This design comes from an exercise in tuning for small area, a short achievable clock period and few clock cycles on the open sky130 flow, not from production work.
In this exercise RTL edits were held to simulation tests only and were not proved equivalent to the original.

==> build 14 <==
==> flow/design.v (excerpt) <==
module battery_monitor_charge_detect #(
    parameter int HISTORY_DEPTH = 5
) (
    input  logic                              clk,
    input  logic                              rst_n,
    input  logic                              cfg_wr_en,
    input  logic [bmcd_pkg::CFG_IDX_W-1:0]    cfg_index,
    input  logic [bmcd_pkg::CFG_DATA_W-1:0]   cfg_data,
    input  logic                              in_valid,
    output logic                              in_ready,
    input  logic [2:0]                        in_action,
    input  logic [31:0]                       in_now_ms,
    input  logic [11:0]                       in_reading_mv,
    output logic                              out_valid,
    input  logic                              out_ready,
    output logic [12:0]                       out_voltage_mv,
    output logic [6:0]                        out_percent,
    output logic                              out_charging,
    output logic                              out_shutdown_request,
    output logic                              out_sleep_request
);
    localparam int HD = HISTORY_DEPTH;
    logic [12:0] full_r, empty_r;
    logic [15:0] cal_r;
    logic [31:0] hi_r, cd_r, grace_r;
    logic [7:0]  confirm_r;
    logic [15:0] tmo_r;
    always_ff @(posedge clk or negedge rst_n)
    begin
        if (!rst_n)
        begin
            full_r <= 13'd4200;
            empty_r <= 13'd3300;
            cal_r <= 16'd16384;
            hi_r <= 32'd30000;
            cd_r <= 32'd5000;
            grace_r <= 32'd60000;
            confirm_r <= 8'd3;
            tmo_r <= '0;
        end
        else if (cfg_wr_en)
        begin
            case (cfg_index)
                3'd0: full_r <= cfg_data[12:0];
                3'd1: empty_r <= cfg_data[12:0];
                3'd2: cal_r <= cfg_data[15:0];
                3'd3: hi_r <= cfg_data;
                3'd4: cd_r <= cfg_data;
                3'd5: grace_r <= cfg_data;
                3'd6: confirm_r <= cfg_data[7:0];
  ...
==> flow/config.mk <==
export PLATFORM = sky130hd
export DESIGN_NAME = battery_monitor_charge_detect
export DESIGN_NICKNAME = battery_monitor_charge_detect
export VERILOG_FILES = /design/flow/design.v
export SDC_FILE = /design/flow/constraint.sdc
export NUM_CORES = 4
export LEC_CHECK = 0
export CAP_MARGIN = 20
export CORE_MARGIN = 2
export CORE_UTILIZATION = 60
export PLACE_DENSITY = 0.75
export SLEW_MARGIN = 20
==> flow/constraint.sdc <==
create_clock -name core_clock -period 11.0 [get_ports {clk}]
set_input_delay 2.2000 -clock core_clock [delete_from_list [all_inputs] [get_ports {clk}]]
set_output_delay 2.2000 -clock core_clock [all_outputs]
set_load 0.01 [all_outputs]
standard.sh (not shown) runs the stock make flow with config.mk's settings and CLKGATE_MAP_FILE= SYNTH_SCRIPT=/design/flow/synth_recipe.tcl, a recipe that flattens the netlist after the stock synthesis.
==> flow/flow/run.sh <==
#!/bin/bash
set -euo pipefail
cd "$(dirname "$0")/.."
bash standard.sh SETUP_SLACK_MARGIN=7 finish > standard.log 2>&1
==> inputs of trial 8, as changes to build 14 <==
--- a/flow/design.v
+++ b/flow/design.v
@@ -114,33 +114,31 @@
     logic [22:0] tmo125_r;
     logic [26:0] tmo1875_r;
     logic [31:0] limit;
     logic        tmo_nz_r;
     logic [12:0] span_r;
     logic [13:0] den;
     logic [15:0] den3_r;
-    logic [21:0] e200_r, k2_r, k2m_r;
+    logic [21:0] e200_r, k2_r;
     always_ff @(posedge clk)
     begin
         tmo125_r <= {tmo_r, 7'b0} - {5'b0, tmo_r, 2'b0} + 23'(tmo_r);
         tmo1875_r <= {tmo125_r, 4'b0} - 27'(tmo125_r);
         tmo_nz_r <= (tmo_r != '0);
         span_r <= full_r - empty_r;
         den3_r <= 16'({span_r, 1'b0}) + 16'({span_r, 2'b0});
         e200_r <= 22'(empty_r) * 22'd200;
         k2_r <= 22'(span_r) - e200_r;
-        k2m_r <= k2_r - {2'b0, den, 6'b0};
     end
     assign limit = {tmo1875_r, 5'b0};
     assign den = {span_r, 1'b0};
     logic s_v, o_v;
-    logic rdy_r;
     logic adv;
     assign adv = !s_v;
-    assign in_ready = rdy_r;
+    assign in_ready = adv;
     logic        c_v;
     logic [2:0]  c_act;
     logic [31:0] c_now;
     logic [11:0] c_rd;
     always_ff @(posedge clk or negedge rst_n)
     begin
         if (!rst_n)
@@ -155,37 +153,15 @@
             c_act <= in_action;
             c_now <= in_now_ms;
             c_rd <= in_reading_mv;
         end
     end
     logic        p_v, p_upd, p_qry, p_ref, p_act, p_ini;
     logic [31:0] p_now;
-    logic [31:0] p_dn;
-    logic [27:0] p_s, p_c;
-    logic [27:0] pp [12];
-    logic [27:0] wa [8];
-    logic [27:0] wb [4];
-    logic [27:0] wc [4];
-    logic [27:0] wd [2];
-    logic [27:0] we_s, we_c;
-    always_comb
-    begin
-        for (int i = 0; i < 12; i++)
-            pp[i] = c_rd[i] ? (28'(cal_r) << i) : '0;
-    end
-    bmcd_csa #(.W(28)) u_wa0 (.a(pp[0]), .b(pp[1]), .c(pp[2]), .s(wa[0]), .cy(wa[1]));
-    bmcd_csa #(.W(28)) u_wa1 (.a(pp[3]), .b(pp[4]), .c(pp[5]), .s(wa[2]), .cy(wa[3]));
-    bmcd_csa #(.W(28)) u_wa2 (.a(pp[6]), .b(pp[7]), .c(pp[8]), .s(wa[4]), .cy(wa[5]));
-    bmcd_csa #(.W(28)) u_wa3 (.a(pp[9]), .b(pp[10]), .c(pp[11]), .s(wa[6]), .cy(wa[7]));
-    bmcd_csa #(.W(28)) u_wb0 (.a(wa[0]), .b(wa[1]), .c(wa[2]), .s(wb[0]), .cy(wb[1]));
-    bmcd_csa #(.W(28)) u_wb1 (.a(wa[3]), .b(wa[4]), .c(wa[5]), .s(wb[2]), .cy(wb[3]));
-    bmcd_csa #(.W(28)) u_wc0 (.a(wb[0]), .b(wb[1]), .c(wb[2]), .s(wc[0]), .cy(wc[1]));
-    bmcd_csa #(.W(28)) u_wc1 (.a(wb[3]), .b(wa[6]), .c(wa[7]), .s(wc[2]), .cy(wc[3]));
-    bmcd_csa #(.W(28)) u_wd0 (.a(wc[0]), .b(wc[1]), .c(wc[2]), .s(wd[0]), .cy(wd[1]));
-    bmcd_csa #(.W(28)) u_we0 (.a(wd[0]), .b(wd[1]), .c(wc[3]), .s(we_s), .cy(we_c));
+    logic [19:0] p_m0, p_m1, p_m2;
     always_ff @(posedge clk or negedge rst_n)
     begin
         if (!rst_n)
         begin
             p_v <= 1'b0;
             p_upd <= 1'b0;
             p_qry <= 1'b0;
@@ -204,75 +180,88 @@
         end
     end
     always_ff @(posedge clk)
     begin
         if (adv)
         begin
             p_now <= c_now;
-            p_dn <= c_now - p_now;
-            p_s <= we_s;
-            p_c <= we_c;
+            p_m0 <= c_rd[3:0] * cal_r;
+            p_m1 <= c_rd[7:4] * cal_r;
+            p_m2 <= c_rd[11:8] * cal_r;
         end
     end
     logic [12:0] cv_r;
-    logic [20:0] cv200_r;    
     logic        chg_r;
     logic [31:0] rt_r, pt_r, at_r;
     logic [31:0] seen_r;
     logic        seen_v;
     logic [HD-1:0] slot_r;
     logic [12:0] hv_r [HD];
     logic [31:0] ht_r [HD];
     logic [HD-1:0] hvld_r;
     logic [12:0] ov_r;
-    logic [31:0] ot1_r, ot2_r;
-    logic        ov1_r, ov2_r;
     logic [7:0]  run_r;
     logic l_meas, l_pt, l_push, l_init, l_seen, l_at;
     logic        m_v, m_upd, m_qry, m_ref, m_act, m_ini;
     logic [31:0] m_now;
     logic [12:0] m_c;
     logic m_stale_a, m_stale_b, m_pd_a, m_pd_b;
     logic m_age_a, m_age_b, m_age_c;
     logic m_g_a, m_g_b, m_g_self;
     logic m_sl_a, m_sl_b;
-    logic [29:0] pa, pb, pnf;
-    logic [29:0] s2, c2;
+    logic [29:0] pa, pb, pc, pnf;
+    logic [29:0] s1, c1, s2, c2;
     logic [29:0] ptot, rsum;
     logic [15:0] raw;
     logic        clamp;
     logic [12:0] clamp_v;
-    assign pa = 30'(p_s);
-    assign pb = 30'(p_c);
+    assign pa = 30'(p_m0);
+    assign pb = {6'b0, p_m1, 4'b0};
+    assign pc = {2'b0, p_m2, 8'b0};
     assign pnf = {4'b1111, ~full_r, 1'b1, 12'b0};
-    bmcd_csa #(.W(30)) u_csa2 (.a(pa), .b(pb), .c(pnf), .s(s2), .cy(c2));
+    bmcd_csa #(.W(30)) u_csa1 (.a(pa), .b(pb), .c(pc), .s(s1), .cy(c1));
+    bmcd_csa #(.W(30)) u_csa2 (.a(s1), .b(c1), .c(pnf), .s(s2), .cy(c2));
     always_comb
     begin
         ptot = s2 + c2;
         clamp = !ptot[29];
-        rsum = pa + pb + 30'd4096;
+        rsum = s1 + c1 + 30'd4096;
         raw = rsum[28:13];
         clamp_v = clamp ? full_r : raw[12:0];
     end
+    logic [HD-1:0] slot1, slot2;
     logic [31:0] ta, tb;
     logic va, vb;
     logic ge_rt, ge_pt, ge_ta, ge_tb, ge_seen, ge_at;
+    logic ge_ncd, ge_nhi, ge_nage, ge_ngr, ge_nlim;
     always_comb
     begin
-        ta = ot1_r;
-        tb = ot2_r;
-        va = ov1_r;
-        vb = ov2_r;
+        slot1 = {slot_r[HD-2:0], slot_r[HD-1]};
+        slot2 = {slot1[HD-2:0], slot1[HD-1]};
+        ta = '0;
+        tb = '0;
+        for (int k = 0; k < HD; k++)
+        begin
+            ta = ta | (ht_r[k] & {32{slot1[k]}});
+            tb = tb | (ht_r[k] & {32{slot2[k]}});
+        end
+        va = |(hvld_r & slot1);
+        vb = |(hvld_r & slot2);
     end
     bmcd_tcmp u_t_rt   (.n(p_now), .x(rt_r),   .k(cd_r),    .ge(ge_rt));
+    bmcd_tcmp u_t_ncd  (.n(p_now), .x(m_now),  .k(cd_r),    .ge(ge_ncd));
     bmcd_tcmp u_t_pt   (.n(p_now), .x(pt_r),   .k(hi_r),    .ge(ge_pt));
+    bmcd_tcmp u_t_nhi  (.n(p_now), .x(m_now),  .k(hi_r),    .ge(ge_nhi));
     bmcd_tcmp u_t_ta   (.n(p_now), .x(ta),     .k(bmcd_pkg::TREND_AGE_MS), .ge(ge_ta));
     bmcd_tcmp u_t_tb   (.n(p_now), .x(tb),     .k(bmcd_pkg::TREND_AGE_MS), .ge(ge_tb));
+    bmcd_tcmp u_t_nage (.n(p_now), .x(m_now),  .k(bmcd_pkg::TREND_AGE_MS), .ge(ge_nage));
     bmcd_tcmp u_t_seen (.n(p_now), .x(seen_r), .k(grace_r), .ge(ge_seen));
+    bmcd_tcmp u_t_ngr  (.n(p_now), .x(m_now),  .k(grace_r), .ge(ge_ngr));
     bmcd_tcmp u_t_at   (.n(p_now), .x(at_r),   .k(limit),   .ge(ge_at));
+    bmcd_tcmp u_t_nlim (.n(p_now), .x(m_now),  .k(limit),   .ge(ge_nlim));
     always_ff @(posedge clk or negedge rst_n)
     begin
         if (!rst_n)
         begin
             m_v <= 1'b0;
             m_upd <= 1'b0;
             m_qry <= 1'b0;
@@ -293,39 +282,35 @@
     always_ff @(posedge clk)
     begin
         if (adv)
         begin
             m_now <= p_now;
             m_c <= clamp_v;
             m_stale_a <= ge_rt;
-            m_stale_b <= p_dn >= cd_r;
+            m_stale_b <= ge_ncd;
             m_pd_a <= ge_pt;
-            m_pd_b <= p_dn >= hi_r;
+            m_pd_b <= ge_nhi;
             m_age_a <= va && (ta != '0) && ge_ta;
             m_age_b <= vb && (tb != '0) && ge_tb;
-            m_age_c <= (m_now != '0) && (p_dn >= bmcd_pkg::TREND_AGE_MS);
+            m_age_c <= (m_now != '0) && ge_nage;
             m_g_a <= seen_v && (seen_r != '0) && !ge_seen;
-            m_g_b <= (m_now != '0) && (p_dn < grace_r);
+            m_g_b <= (m_now != '0) && !ge_ngr;
             m_g_self <= (p_now != '0) && (grace_r != '0);
             m_sl_a <= tmo_nz_r && ge_at;
-            m_sl_b <= tmo_nz_r && (p_dn >= limit);
+            m_sl_b <= tmo_nz_r && ge_nlim;
         end
     end
     logic stale, pd, age, gr, sl, meas;
     logic cv_nz;
     logic signed [13:0] dc, dco, dvo;
     logic spike, plug, unplug, take;
     logic [12:0] cv_new;
-    logic [20:0] c200, cv200_new;
     logic chg1, seen1;
     logic [HD-1:0] oslot, oslot2;
     logic [12:0] ov_next;
-    logic [HD-1:0] oslot3;
-    logic [31:0] ot1_next, ot2_next;
-    logic ov1_next, ov2_next;
     logic rise, fall, do_trend, chg2, seen_set, grace_ok, low;
     logic [7:0] run_inc, run_n;
     logic inc_ge, shut, sleep, push;
     always_comb
     begin
         stale = l_meas ? m_stale_b : m_stale_a;
         pd = l_pt ? m_pd_b : m_pd_a;
@@ -338,16 +323,14 @@
         dvo = {1'b0, cv_r} - {1'b0, ov_r};
         cv_nz = (cv_r != '0);
         spike = cv_nz && ((dc > 14'sd500) || (dc < -14'sd500));
         plug = cv_nz && (dc > 14'sd250);
         unplug = cv_nz && (dc < -14'sd200);
         take = meas && !spike;
         cv_new = take ? m_c : cv_r;
-        c200 = {1'b0, m_c, 7'b0} + {2'b0, m_c, 6'b0} + {5'b0, m_c, 3'b0};
-        cv200_new = take ? c200 : cv200_r;
         if (!meas)
             chg1 = chg_r;
         else if (take && plug)
             chg1 = 1'b1;
         else if (take && unplug)
             chg1 = 1'b0;
         else
@@ -383,77 +366,56 @@
         else if (!grace_ok && low && !chg2)
             run_n = run_inc;
         else
             run_n = '0;
         sleep = m_upd && !shut && !chg2 && sl;
         oslot = {slot_r[HD-2:0], slot_r[HD-1]};
         oslot2 = {oslot[HD-2:0], oslot[HD-1]};
-        oslot3 = {oslot2[HD-2:0], oslot2[HD-1]};
         ov_next = '0;
-        ot1_next = '0;
-        ot2_next = '0;
         for (int k = 0; k < HD; k++)
-        begin
             ov_next = ov_next | (hv_r[k] & {13{oslot2[k]}});
-            ot1_next = ot1_next | (ht_r[k] & {32{oslot2[k]}});
-            ot2_next = ot2_next | (ht_r[k] & {32{oslot3[k]}});
-        end
-        ov1_next = |(hvld_r & oslot2);
-        ov2_next = |(hvld_r & oslot3);
     end
     logic r_v, r_shut, r_sleep, r_meas;
     always_ff @(posedge clk or negedge rst_n)
     begin
         if (!rst_n)
         begin
             cv_r <= '0;
-            cv200_r <= '0;
             chg_r <= 1'b0;
             rt_r <= '0;
             pt_r <= '0;
             at_r <= '0;
             seen_v <= 1'b0;
             slot_r <= HD'(1);
             hvld_r <= '0;
-            ov1_r <= 1'b0;
-            ov2_r <= 1'b0;
             run_r <= '0;
             l_meas <= 1'b0;
             l_pt <= 1'b0;
             l_push <= 1'b0;
             l_init <= 1'b0;
             l_seen <= 1'b0;
             l_at <= 1'b0;
             r_v <= 1'b0;
         end
         else if (adv)
         begin
             cv_r <= cv_new;
-            cv200_r <= cv200_new;
             chg_r <= chg2;
             if (meas)
                 rt_r <= m_now;
             if (push || m_ini)
                 pt_r <= m_now;
             if (m_act || m_ini)
                 at_r <= m_now;
             if (seen_set)
                 seen_v <= 1'b1;
             if (m_ini)
-            begin
                 hvld_r <= '1;
-                ov1_r <= 1'b1;
-                ov2_r <= 1'b1;
-            end
             else if (push)
-            begin
                 hvld_r <= hvld_r | slot_r;
-                ov1_r <= ov1_next;
-                ov2_r <= ov2_next;
-            end
             if (push)
                 slot_r <= oslot;
             run_r <= run_n;
             l_meas <= meas;
             l_pt <= push || m_ini;
             l_push <= push;
             l_init <= m_ini;
@@ -469,39 +431,40 @@
             for (int k = 0; k < HD; k++)
                 if (m_ini || (push && slot_r[k]))
                 begin
                     hv_r[k] <= cv_new;
                     ht_r[k] <= m_now;
                 end
             if (m_ini)
-            begin
                 ov_r <= cv_new;
-                ot1_r <= m_now;
-                ot2_r <= m_now;
-            end
             else if (push)
-            begin
                 ov_r <= ov_next;
-                ot1_r <= ot1_next;
-                ot2_r <= ot2_next;
-            end
             if (seen_set)
                 seen_r <= m_now;
             r_shut <= shut;
             r_sleep <= sleep;
             r_meas <= meas;
         end
     end
+    logic [21:0] na, nb, nc, nden6;
+    logic [21:0] ns1, nc1, ns2, nc2, ns3, nc3;
     logic [21:0] num, t6;
     logic        d_qc;
     logic [19:0] d_rc;
+    assign na = {2'b0, cv_r, 7'b0};
+    assign nb = {3'b0, cv_r, 6'b0};
+    assign nc = {6'b0, cv_r, 3'b0};
+    assign nden6 = ~{2'b0, den, 6'b0};
+    bmcd_csa #(.W(22)) u_nsa1 (.a(na), .b(nb), .c(nc), .s(ns1), .cy(nc1));
+    bmcd_csa #(.W(22)) u_nsa2 (.a(ns1), .b(nc1), .c(k2_r), .s(ns2), .cy(nc2));
+    bmcd_csa #(.W(22)) u_nsa3 (.a(ns2), .b(nc2), .c(nden6), .s(ns3), .cy(nc3));
     always_comb
     begin
-        num = 22'(cv200_r) + k2_r;
-        t6 = 22'(cv200_r) + k2m_r;
+        num = ns2 + nc2;
+        t6 = ns3 + nc3 + 22'd1;
         d_qc = !t6[21];
         d_rc = d_qc ? t6[19:0] : num[19:0];
     end
     logic        d_v, d_chg, d_shut, d_sleep, d_meas, d_full, d_zero;
     logic [12:0] d_cv;
     logic [19:0] d_rem;
     logic        d_q;
@@ -645,36 +608,29 @@
     always_ff @(posedge clk or negedge rst_n)
     begin
         if (!rst_n)
         begin
             pct_r <= '0;
             o_v <= 1'b0;
             s_v <= 1'b0;
-            rdy_r <= 1'b1;
         end
         else
         begin
             if (adv && e2_v && e2_meas)
                 pct_r <= pct_calc;
             if (adv)
             begin
                 if (o_v && !out_ready)
-                begin
                     s_v <= e2_v;
-                    rdy_r <= !e2_v;
-                end
                 else
-                begin
                     o_v <= e2_v;
-                end
             end
             else if (out_ready)
             begin
                 s_v <= 1'b0;
-                rdy_r <= 1'b1;
             end
         end
     end
     always_ff @(posedge clk)
     begin
         if (adv)
         begin
==> flow/run.sh (new file) <==
#!/bin/bash
# synth_recipe.tcl (not shown) runs the flow's synth.tcl, then flattens the netlist and writes it again
# the make line also repeats each setting of config.mk as NAME=value (left out here)
make -C /OpenROAD-flow-scripts/flow DESIGN_CONFIG=/design/flow/config.mk WORK_HOME=/design/flow/orfs CLKGATE_MAP_FILE= SYNTH_SCRIPT=/design/flow/synth_recipe.tcl finish
CORE_UTILIZATION = 40   (was 60)
PLACE_DENSITY = 0.6   (was 0.75)
SETUP_SLACK_MARGIN = 5   (was unset)
removed: flow/flow/run.sh
removed: flow/standard.sh
==> comparison <==
Against trial 8, the sequential cell count of build 14 is higher by 126.
Of build 14 and trial 8, build 14 has the higher count of clock-buffer cells in the layout (gap 7).
In trial 8 the hold slack is better than in build 14, by 51 ps.
Against trial 8, the die area of build 14 is lower by 32%.
Sequential share of layout area: build 14 is higher than trial 8 (3.7 points).
In trial 8 the critical path depth is higher than in build 14, by 1.
Of build 14 and trial 8, build 14 has the higher utilization (gap 23 points).
Cell count: build 14 is smaller than trial 8 (about 9%).
Against trial 8, the global-route usage of build 14 is higher by 11 points.
==> figures <==
item                                                                 trial 8        build 14
Status                                                        finished clean  finished clean
Footprint of the multi-input gates                                 45700 µm²       43500 µm²
Pre-antenna DRT Iters                                                      9               6
Share of the core filled with cells                                    0.449           0.677
Starting density of the core                                           0.402           0.606
Peak fanout along the critical path                                       16               8
Fill cell count                                                        18323            9871
Final period util                                                      0.457           0.376
FF-to-FF End                                                        p_m1[19]       seen_r[5]
Post-Synthesis Net Count                                                9053            8760
Number of nets in the finished design                                   9227            9007
Number of ordinary and repair buffers in the finished layout             198             274
Clock Buffer Count                                                       173             180
Wire length on met3                                                  11.5 mm         22.1 mm
Synthesized-area fraction occupied by xor and xnor cells              0.0250          0.0254
Share of the final layout cell area in sequential cells                0.332           0.368
Wire length of the first global-routing pass                          343 mm          345 mm
Inverter count                                                           975             958
Pin count of the biggest net entering global routing                      79             104
Fraction of final layout cells sized beyond drive strength 1          0.0766           0.104
Testbench counts of build 14, summed over its fixed seeds: cycles 2,464.
Testbench counts of trial 8, summed over its fixed seeds: cycles 2,464.

[static timing again, ports no longer ideal]
Ports are ideal in the flow. The routed layouts listed here were re-timed in OpenROAD. Step 1, drivers: a clkbuf_16 drives clk and a buf_2 each remaining input, both assumed. Step 2 times the ports against the registers' clock, not the clock port: input delays grow and output delays shrink by t, the midpoint of the rising clock arrivals with the driver on. Slacks: ideal ports / drivers / drivers and shift; pairs: ideal ports / drivers.
run | t (ns) | setup WS [ns] | clock arrival spread, ns | cell pins on the clock port's net
build 14 | 0.864 | 6.867 / 6.867 / 6.636 | 0.035 / 0.034 | 1
trial 8 | 0.883 | 5.974 / 5.974 / 5.974 | 0.038 / 0.037 | 1
After both steps every run listed still meets setup and hold. The setup slack of build 14, which loses most, moves by 0.000 ns with the drivers and by -0.231 ns with both steps.
